Context: an optimization exercise on an open-source flow, tuned for small area, a short achievable clock period and few clock cycles. The choices shown serve that exercise and are no tape-out recipe.
Function was checked by simulation only, so behaviour that the tests miss may differ from the original.

==> flow/design.v, too long to show whole: its modules and the start of the top module <==
// module muldiv_unit_mq: 1063 lines
module muldiv_unit_mq #(
  parameter int XLEN       = 32,
  parameter int HART_ID_W  = 1,
  parameter int REG_ADDR_W = 5
) (
  input  logic                  clk,
  input  logic                  rst_n,
  input  logic                  muldiv_start,
  input  logic [2:0]            muldiv_op,
  input  logic [XLEN-1:0]       muldiv_a,
  input  logic [XLEN-1:0]       muldiv_b,
  input  logic [HART_ID_W-1:0]  muldiv_hart_id,
  input  logic [REG_ADDR_W-1:0] muldiv_rd,
  input  logic                  muldiv_kill,
  input  logic [HART_ID_W-1:0]  muldiv_kill_hart_id,
  output logic                  muldiv_busy,
  output logic                  muldiv_done,
  output logic [XLEN-1:0]       muldiv_result,
  output logic [HART_ID_W-1:0]  muldiv_done_hart_id,
  output logic [REG_ADDR_W-1:0] muldiv_done_rd
);
  // ...
==> flow/run.sh <==
#!/bin/bash
# synth_recipe.tcl (not shown) runs the flow's synth.tcl, then flattens the netlist and writes it again
# the make line also repeats each setting of config.mk as NAME=value (left out here)
make -C /OpenROAD-flow-scripts/flow DESIGN_CONFIG=/design/flow/config.mk WORK_HOME=/design/flow/orfs CLKGATE_MAP_FILE= SYNTH_SCRIPT=/design/flow/synth_recipe.tcl finish
==> flow/config.mk <==
export PLATFORM = sky130hd
export DESIGN_NAME = muldiv_unit_mq
export DESIGN_NICKNAME = muldiv_unit_mq
export VERILOG_FILES = /design/flow/design.v
export SDC_FILE = /design/flow/constraint.sdc
export NUM_CORES = 4
export LEC_CHECK = 0
export ABC_AREA = 1
export CAP_MARGIN = 20
export CORE_MARGIN = 2
export CORE_UTILIZATION = 40
export SETUP_SLACK_MARGIN = 5
export SLEW_MARGIN = 20
==> flow/constraint.sdc <==
create_clock -name core_clock -period 10.0 [get_ports {clk}]
set_input_delay 2.0000 -clock core_clock [delete_from_list [all_inputs] [get_ports {clk}]]
set_output_delay 2.0000 -clock core_clock [all_outputs]
set_load 0.01 [all_outputs]
==> summary.md, run 1 <==
| Metric | Value |
|---|---|
| Worst Hold Path EP | drd_q[0] |
| Max Clock Skew | about 0.037 ns |
| Reg2reg end | s_q[31] |
| Chip width | 322 um |
| Grt total ovfl | 0 |
| Area of the multi-input gates | 30000 um2 |
| Period minus WS final | 5.02 ns |
| Dpl cell area | 42900 um2 |
| Wire length on met2 | 85.9 mm |
| Setup_tns | 0 ns |
| Die area | approximately 100000 um2 |
| Max Clock Freq | 199 MHz |
| Outcome | no timing/DRC/antenna violations |
| Via count | between 40k and 50k |
| Ports | 118 |
| Start point of the critical path | a_q[31] |
| Pin count of the biggest net entering global routing | 71 |
| GR Util met1 | 0.461 |
| Row count | 116 |
| Ys async rst share | 0.0170 |
| Chip height | 322 um |
Testbench counts, summed over its fixed seeds: cycles 5,066.
==> run 2: changes to the inputs <==
--- a/flow/design.v
+++ b/flow/design.v
@@ -944,22 +944,36 @@
       for (int i = 32; i >= 0; i--)
         if ((i & d) != 0) begin
           gg[i] = gg[i] | (pp[i] & gg[(i & ~(2*d-1)) + d - 1]);
           pp[i] = pp[i] & pp[(i & ~(2*d-1)) + d - 1];
         end
     c = {gg[31:0], 1'b1};
     ksub33 = {gg[32], p ^ c};
   endfunction
+  function automatic logic [5:0] ksub5(input logic [4:0] x, input logic [4:0] y);
+    logic [4:0] g, p, c;
+    g = x & ~y;
+    p = x ^ ~y;
+    c[0] = 1'b1;
+    c[1] = g[0] | p[0];
+    c[2] = g[1] | (p[1] & g[0]) | (p[1] & p[0]);
+    c[3] = g[2] | (p[2] & g[1]) | (p[2] & p[1] & g[0]) | (p[2] & p[1] & p[0]);
+    c[4] = g[3] | (p[3] & g[2]) | (p[3] & p[2] & g[1]) | (p[3] & p[2] & p[1] & g[0])
+         | (p[3] & p[2] & p[1] & p[0]);
+    ksub5[5] = g[4] | (p[4] & c[4]);
+    ksub5[4:0] = p ^ c;
+  endfunction
   logic [4:0] za_q, zb_q;
-  logic [5:0]  sh;
+  logic [5:0]  sh, zge;
   logic        early, ev, is_norm, is_div;
   logic [32:0] dn;
-  assign sh      = {1'b0, zb_q} - {1'b0, za_q};
-  assign early   = zero_q || sh[5];
+  assign sh      = ksub5(zb_q, za_q);     
+  assign zge     = ksub5(za_q, zb_q);     
+  assign early   = zero_q || !sh[5];
   assign dn      = {1'b0, a_q[31:0]} << sh[4:0];
   assign ev      = !sh[0];
   assign is_norm = (st_q == ST_NORM);
   assign is_div  = (st_q == ST_DIV);
   logic [33:0] d1, de, df;
   logic        q1, q0;
   logic [32:0] r2;
   logic [31:0] qn;
@@ -987,17 +1001,17 @@
     else if (last && op_q[1])
       s_div = {32'd0, r2[31:0]};
     else
       s_div = {32'd0, qn};
   end
   always_comb begin
     case (st_q)
       ST_M1:   last = 1'b1;
-      ST_NORM: last = early || (ev && (sh[4:0] == '0));
+      ST_NORM: last = zero_q || zge[5];    
       ST_DIV:  last = (cnt_q == '0);
       default: last = 1'b0;
     endcase
   end
   always_ff @(posedge clk or negedge rst_n) begin
     if (!rst_n) begin
       st_q   <= ST_IDLE;
       fin_q  <= 1'b0;
==> flow/flow/run.sh (new file) <==
#!/bin/bash
set -euo pipefail
bash standard.sh SETUP_SLACK_MARGIN=5.4 "BUFFER_PORTS_ARGS=-buffer_cell sky130_fd_sc_hd__buf_2" finish > flow.log 2>&1
==> flow/standard.sh (new file) <==
#!/bin/bash
# synth_recipe.tcl (not shown) runs the flow's synth.tcl, then flattens the netlist and writes it again
# the make line also repeats each setting of config.mk as NAME=value (left out here)
make -C /OpenROAD-flow-scripts/flow DESIGN_CONFIG=/design/flow/config.mk WORK_HOME=/design/flow/orfs CLKGATE_MAP_FILE= SYNTH_SCRIPT=/design/flow/synth_recipe.tcl "${@:-finish}"
removed: flow/run.sh
==> run 2 against run 1 <==
Register-to-register slack gained 0.099 ns. First-iteration DRC count grew 21%. Design area grew 0.74%. Synthesized cell count grew 1.0%. Cell count grew 1.1%. Still clean. Wire length grew 0.73%. Non-clock buffer count grew 12. Clock skew grew 0.016 ns.
==> summary.md, run 2 <==
| Metric | Value |
|---|---|
| First-pass GRT wire length | 285 mm |
| Wirelength, routed | approximately 200 mm |
| #FFs+latches synth | 294 |
| Fin worst setup slack | a little over 5 ns |
| Post-synthesis sequential area ratio | 0.166 |
| Hold-fix buffers at CTS | 0 |
| Chip height | 324 um (+0.51%) |
| Worst Max-Slew Pin Slew | 1.18 ns |
| Final Max Slew Viols | 0 |
| Ports | 118 (unchanged) |
| Post-synth EDFFs | 87 |
| RSZ-0062 raised after global routing | yes |
| Post-Syn Instances | 6155 |
| Finished Layout Cells | 7644 |
| CP required | 10.44 ns |
| Max reg flops | 64 |
| Max-cap violation count | 0 |
| Via count | 44.7k (+1.7%) |
| Setup_tns | 0 ns (unchanged) |
| R2r startpoint | zb_q[0] |
| Final Setup Violations | 0 |
| Outcome | no timing/DRC/antenna violations |
| Area of the mapped netlist | 40900 um2 |
| Critical Path AT | 5.37 ns |
| Share of layout cells above drive strength 1 | 0.126 |
| Ys async rst share | 0.0170 (unchanged) |
| Clock Sink Count | 294 |
| Post-Route Utilization | 0.461 |
| Final hold viol count | 0 |
| Number of port buffers | 117 |
| Layout area overhead | 14.6% |
| Max Clock Freq | 203 MHz (+2.0%) |
| CTS tree | built |
| Starting Density | 0.403 |
| Synth Flop Type | dfxtp_1 |
| Die area | 105000 um2 (+1.0%) |
| Via/cell ratio | 5.84 |
| Worst-path fanout max | 10 |
| Clk root buf | clkbuf_16 |
| Most common cell after layout, fill and taps aside | nand2_1 |
| Pre-antenna DRT Iters | 8 |
| Top cells by count, synth | nand2_1, inv_1, nor2_1 |
| Pin count of the biggest net entering global routing | 86 (+21%) |
| Top post-synthesis cells by area | fa_1, nand2_1, dfxtp_1 |
| Wire per inst | 26.0 um |
| Antenna violations before repair | 11 |
| Flop-to-flop setup slack | 5.08 ns |
| Dpl cells | approximately 7.4k |
| Number of H-tree levels | 2 |
| Clk buf depth | 3 |
| Reg2reg end | b_q[23] |
| Tcrit/Tclk final | 0.492 |
| Worst reg-to-reg path cell count | 27 |
| Biggest register | s_q |
| Hpwl dp | 151 mm |
| GPL Wtd Cong | 1.06 |
| Pre-CTS setup slack | slightly below 3 ns |
| Top layer in use | met5 |
| Wire length on met2 | 84.1 mm (-2.0%) |
| Crit path to | b_q[23] |
| Synthesized area per cell | ~6.6 um2 |
| M1 wire length | 75.1 mm |
| Layout Nets | just under 7k |
| WL met3 | 23.0 mm |
| TritonCTS Buffers | 39 |
| Row count | 117 (+0.86%) |
| DRC | 0 |
| Synth Net Count | 6757 |
| Period minus WS final | 4.92 ns (-0.0988 ns) |
| Overall Global Routing Usage | 0.371 |
| Chip width | 324 um (+0.51%) |
| Core area | 102000 um2 |
| Most frequent cell after synthesis | nand2_1 |
| Synth top area share | 0.142 |
| DRT iter0 DRCs | 5788 |
| Largest regs | s_q: 64 flops, c_q: 63 flops, a_q: 33 flops |
| Vias in the first global route | 42.2k |
| Grt total ovfl | 0 (unchanged) |
| Commonest cells after routing, fill and taps aside | nand2_1, inv_1, nor2_1, o21ai_0, xor2_1 |
| Synth Warn # | 4 |
| Max Clock Skew | 0.0538 ns (+0.0163 ns) |
| Start point of the critical path | zb_q[0] |
| Worst-path clk slew | roughly 0.070 ns |
| Distinct cells, synth | 64 |
| CP Capture Type | flip-flop |
| Post-synth top area cell | fa_1 |
| HP Class | flip-flop to flip-flop |
| Slew headroom | 0.210 |
| CP Class | flip-flop to flip-flop |
| CP Launch Type | flip-flop |
| Remaining antenna violation count | 0 |
| Clk latency of the worst-skew pair | between 0.6 and 0.7 ns |
[run 2: routing by layer]
layer  GRT usage  up-vias
met4       0.241       10
met2       0.568     2820
li1            -    20100
met1       0.463    21000
met5           0        -
met3      0.0941      718
[run 2: cell families after synthesis]
kind of cell / synth area share
mux: 0.000795
buf+inv: 0.120
simple gates: 0.247
fa+ha+maj: 0.214
flops: 0.166
compound gates: 0.176
xor+xnor: 0.0770
[run 2: critical path, cell delays in order (launching register included)]
cell and delay (ns):
edfxtp_1 0.44, ha_4 0.31, buf_12 0.15, nand3_2 0.06, nand3_2 0.10, a21o_1 0.19
fa_2 0.55, buf_12 0.20, inv_8 0.09, nand2_1 0.20, o21ai_2 0.14, fa_2 0.38
inv_2 0.06, nand3_2 0.05, nand2_1 0.07, inv_2 0.05, o21ai_4 0.15, nand2_2 0.09
nand2_4 0.11, nand4_1 0.23, nand2_8 0.19, buf_4 0.14, nand3_4 0.16, buf_6 0.19
nor2_4 0.10, nor2_2 0.06, and3_4 0.15, o21ai_2 0.10
[run 2: area by class of cell]
class	count	area, um2
multi-input cells	4605	30600
clock inverters	24	235
fillers	10600	54700
flip-flops and latches	294	6780
repair buffers	330	2620
clock buffers	47	1050
inverters	964	3750
repair inverters	8	81.3
well taps	1368	1710
diodes	4	10.0
[run 2: how the worst min path moves through the flow]
stage	start	endpoint	slack [ns]	cells after the start
floorplan	frd_q[0]	drd_q[0]	0.31	0
detailed placement	frd_q[0]	drd_q[0]	0.32	0
finish	frd_q[2]	drd_q[2]	0.33	0
global route	frd_q[0]	drd_q[0]	0.33	0
global placement	frd_q[2]	drd_q[2]	0.31	0
CTS	frd_q[0]	drd_q[0]	0.33	0
[run 2: through the flow]
stage / area [um2] / hold slack, ns
after floorplan: 41000 / 0.310
after global placement: 42600 / 0.310
after detailed placement: 42600 / 0.316
after CTS: 45900 / 0.330
after global routing: 46900 / 0.333
final: 46900 / 0.327
[run 2: what timing repair did]
item / CTS / global route
endpoints found under the setup margin: 94 / 98
endpoints found under the hold margin: 0 / 0
cloned: 18 / 7
resized for setup: 321 / 170
setup buffers: 88 / 37
pin swaps: 57 / 48
Testbench counts of run 2, summed over its fixed seeds: cycles 5,066.
==> run 3: changes to the inputs <==
==> flow/flow/run.sh (replaced) <==
#!/bin/bash
set -euo pipefail
bash standard.sh SETUP_SLACK_MARGIN=5.7 "BUFFER_PORTS_ARGS=-buffer_cell sky130_fd_sc_hd__buf_2" finish > flow.log 2>&1
==> run 3 against run 2 <==
Register-to-register slack lost 0.02 ns. Core utilization grew 1.6 points. Flip-flop and latch count is the same. Via count grew 2.1%. Design area grew 3.4%. Clock skew shrank 0.029 ns. Worst setup slack lost 0.025 ns.
==> summary.md, run 3 <==
| Metric | Value |
|---|---|
| Ys async rst share | 0.0170 (unchanged) |
| Overall Global Routing Usage | 0.398 (+0.0274) |
| DRC | 0 (unchanged) |
| Worst reg-to-reg path cell count | 25 (-7.4%) |
| Number of port buffers | 117 (unchanged) |
| Max Clock Skew | 0.0248 ns (-0.0290 ns) |
| Final Max Slew Viols | 0 (unchanged) |
| Fin worst setup slack | 5.05 ns (-0.0248 ns) |
| Synthesized area per cell | 6.65 um2 (unchanged) |
| Synth Net Count | 6757 (unchanged) |
| Max-cap violation count | 0 (unchanged) |
| Via count | 45.6k (+2.1%) |
| Clk root buf | clkbuf_16 |
| Row count | 117 (unchanged) |
| Worst-path clk slew | 0.06 ns (about the same) |
| Slew headroom | 0.219 (+0.00950) |
| Synth top area share | 0.142 (unchanged) |
| Clk latency of the worst-skew pair | 0.62 ns (about the same) |
| Chip width | 324 um (unchanged) |
| Layout Nets | 6919 (+1.1%) |
| GPL Wtd Cong | 1.06 (-0.38%) |
| Most common cell after layout, fill and taps aside | nand2_1 |
| DRT iter0 DRCs | 5740 (-0.83%) |
| Largest regs | s_q: 64 flops, c_q: 63 flops, a_q: 33 flops |
| Fin area | 48500 um2 (+3.4%) |
| Distinct cells, synth | 64 (unchanged) |
| Clk buf depth | 3 (unchanged) |
| Chip height | 324 um (unchanged) |
| Post-synth EDFFs | 87 (unchanged) |
| Max reg flops | 64 (unchanged) |
| Critical Path AT | 5.30 ns (-0.07 ns) |
| Pin count of the biggest net entering global routing | 124 (+44%) |
| Worst Max-Slew Pin Slew | 1.17 ns (-0.0142 ns) |
| Remaining antenna violation count | 0 (unchanged) |
| Die area | 105000 um2 (unchanged) |
| Share of layout cells above drive strength 1 | 0.153 (+0.0268) |
| Worst-path fanout max | 8 (-2) |
| Most frequent cell after synthesis | nand2_1 |
| Synth Warn # | 4 (unchanged) |
| Worst hold path depth | 0 (unchanged) |
| Wire per inst | 27.8 um (+6.9%) |
| Outcome | no timing/DRC/antenna violations |
| Dpl cell area | 42800 um2 (+0.31%) |
| Max Clock Freq | 202 MHz (-0.50%) |
| Tcrit/Tclk final | 0.495 (+0.00248) |
| Final hold viol count | 0 (unchanged) |
| Hpwl dp | 159 mm (+5.5%) |
| Ports | 118 (unchanged) |
| Clock Sink Count | 294 (unchanged) |
| Period minus WS final | 4.95 ns (+0.0248 ns) |
| Core area | 102000 um2 (unchanged) |
| Area of the mapped netlist | 40900 um2 (unchanged) |
| HP Class | flip-flop to flip-flop |
| Via/cell ratio | 5.90 (+1.1%) |
| Grt total ovfl | 0 (unchanged) |
| Post-Syn Instances | 6155 (unchanged) |
| CP Capture Type | flip-flop |
| Starting Density | 0.403 (unchanged) |
| Post-synthesis sequential area ratio | 0.166 (unchanged) |
| Setup_tns | 0 ns (unchanged) |
| Top cells by count, synth | nand2_1, inv_1, nor2_1 |
| Slowest CP cell | fa_2 |
| Post-synth top area cell | fa_1 |
| Commonest cells after routing, fill and taps aside | nand2_1, inv_1, nor2_1, xor2_1, o21ai_0 |
| Finished Layout Cells | 7725 (+1.1%) |
| First-pass GRT wire length | 300 mm (+5.3%) |
| RSZ-0062 raised after global routing | yes |
| Pre-CTS setup slack | 3.52 ns (+0.555 ns) |
| CP Class | flip-flop to flip-flop |
| Antenna violations before repair | 12 (+1) |
| #FFs+latches synth | 294 (unchanged) |
| Layout area overhead | 18.5% |
| Hold-fix buffers at CTS | 0 (unchanged) |
| Vias in the first global route | 42.7k (+1.3%) |
| Wirelength, routed | 215 mm (+8.0%) |
| CP Launch Type | flip-flop |
| Pre-antenna DRT Iters | 6 (-2) |
| Top post-synthesis cells by area | fa_1, nand2_1, dfxtp_1 |
| CTS tree | built |
| Biggest register | s_q |
| CP required | 10.35 ns (-0.09 ns) |
| Number of H-tree levels | 2 (unchanged) |
| Critical Path Max Stage Delay | 0.60 ns (+0.05 ns) |
| TritonCTS Buffers | 41 (+5.1%) |
| Synth Flop Type | dfxtp_1 |
| Final Setup Violations | 0 (unchanged) |
| Dpl cells | 7427 (+0.11%) |
-- run 3: cell counts after synthesis --
No cell type changed its count.
-- run 3: cells by family (layout without fill, tap and decap cells) --
family	Yosys count	after routing	synth area share
AOI/OAI and AO/OA	1278	1278	0.176
xor gates and xnor gates	359	359	0.0770
adders and majority gates	524	524	0.214
buffers and inverters	1265	1446	0.120
DFF	294	294	0.166
muxes	3	3	0.000795
other	0	8	0
and+or+nand+nor	2432	2445	0.247
-- run 3: final timing paths --
path | start | endpoint | slack, ns
max | zb_q[0] | b_q[19] | 5.05
min | frd_q[1] | drd_q[1] | 0.33
max reg2reg | zb_q[0] | b_q[19] | 5.05
min reg2reg | frd_q[1] | drd_q[1] | 0.33
max in group asynchronous | rst_n | st_q[0] | 8.66
min in group asynchronous | rst_n | fin_q | 1.20
-- run 3: layout make-up --
cell class	instances	area [um2]
well taps	1368	1710
flip-flops and latches	294	6790
inverters	964	3780
repair inverters	11	118
diodes	8	20.0
fillers	10500	53100
multi-input cells	4609	31100
clock inverters	25	258
repair buffers	396	3490
clock buffers	50	1170
-- run 3: layer usage --
layer	wire length [um]	GRT usage	part of all wire	up-vias
met3	24400	0.103	0.11	906
met5	80	0	0.00037	-
li1	-	-	-	20300
met4	22900	0.337	0.11	12
met2	91100	0.607	0.42	3082
met1	76200	0.468	0.36	21300
-- run 3: critical path: cells and delay by family (launching register included) --
| kind | cells | cell delay [ns] |
|---|---|---|
| flip-flops | 1 | 0.43 |
| buffers and inverters | 5 | 0.78 |
| AO/OA/AOI/OAI | 6 | 1.01 |
| adder cells (fa/ha/maj) | 3 | 1.24 |
| AND/OR/NAND/NOR | 11 | 1.19 |
-- run 3: per-stage QoR --
stage / hold slack, ns / util
after floorplan: 0.310 / -
after global placement: 0.310 / 0.421
after detailed placement: 0.319 / 0.421
after CTS: 0.330 / 0.462
after global routing: 0.333 / 0.477
final: 0.327 / 0.477
-- run 3: timing repair --
action | 4_1_cts | 5_1_grt
pin swaps | 85 | 120
buffers inserted | 123 | 55
resized for setup | 395 | 281
gates cloned | 26 | 11
setup endpoints to repair | 190 | 124

what the ideal ports hide:
The flow's constraints put no driver on any port. The routed layouts listed below were extracted and timed again, unchanged, in two steps. Step 1 sets driving cells, clkbuf_16 on the clock port and buf_2 on the other inputs (assumed; they add their load-dependent delay and slew). Step 2 moves the port delays by t, midway between the first and last clock arrival at a register: inputs arrive t later, outputs are due t later. That takes back most of the time a late clock gives input paths. a / b / c = ideal ports / drivers / drivers and shift; a / b = the first two.
| run | t (ns) | setup WS [ns] | worst hold slack (ns) | worst slew at a driven data input, ns | cell pins on the clock port's net |
|---|---|---|---|---|---|
| run 1 | 0.694 | 4.977 / 4.977 / 4.416 | 0.325 / 0.325 / 0.325 | 0.06 | 1 |
| run 2 | 0.671 | 5.075 / 5.075 / 4.745 | 0.327 / 0.327 / 0.327 | 0.04 | 1 |
| run 3 | 0.686 | 5.051 / 5.051 / 5.016 | 0.327 / 0.327 / 0.327 | 0.05 | 1 |
After both steps every run listed still meets setup and hold. The setup slack of run 1, which loses most, moves by 0.000 ns with the drivers and by -0.561 ns with both steps.
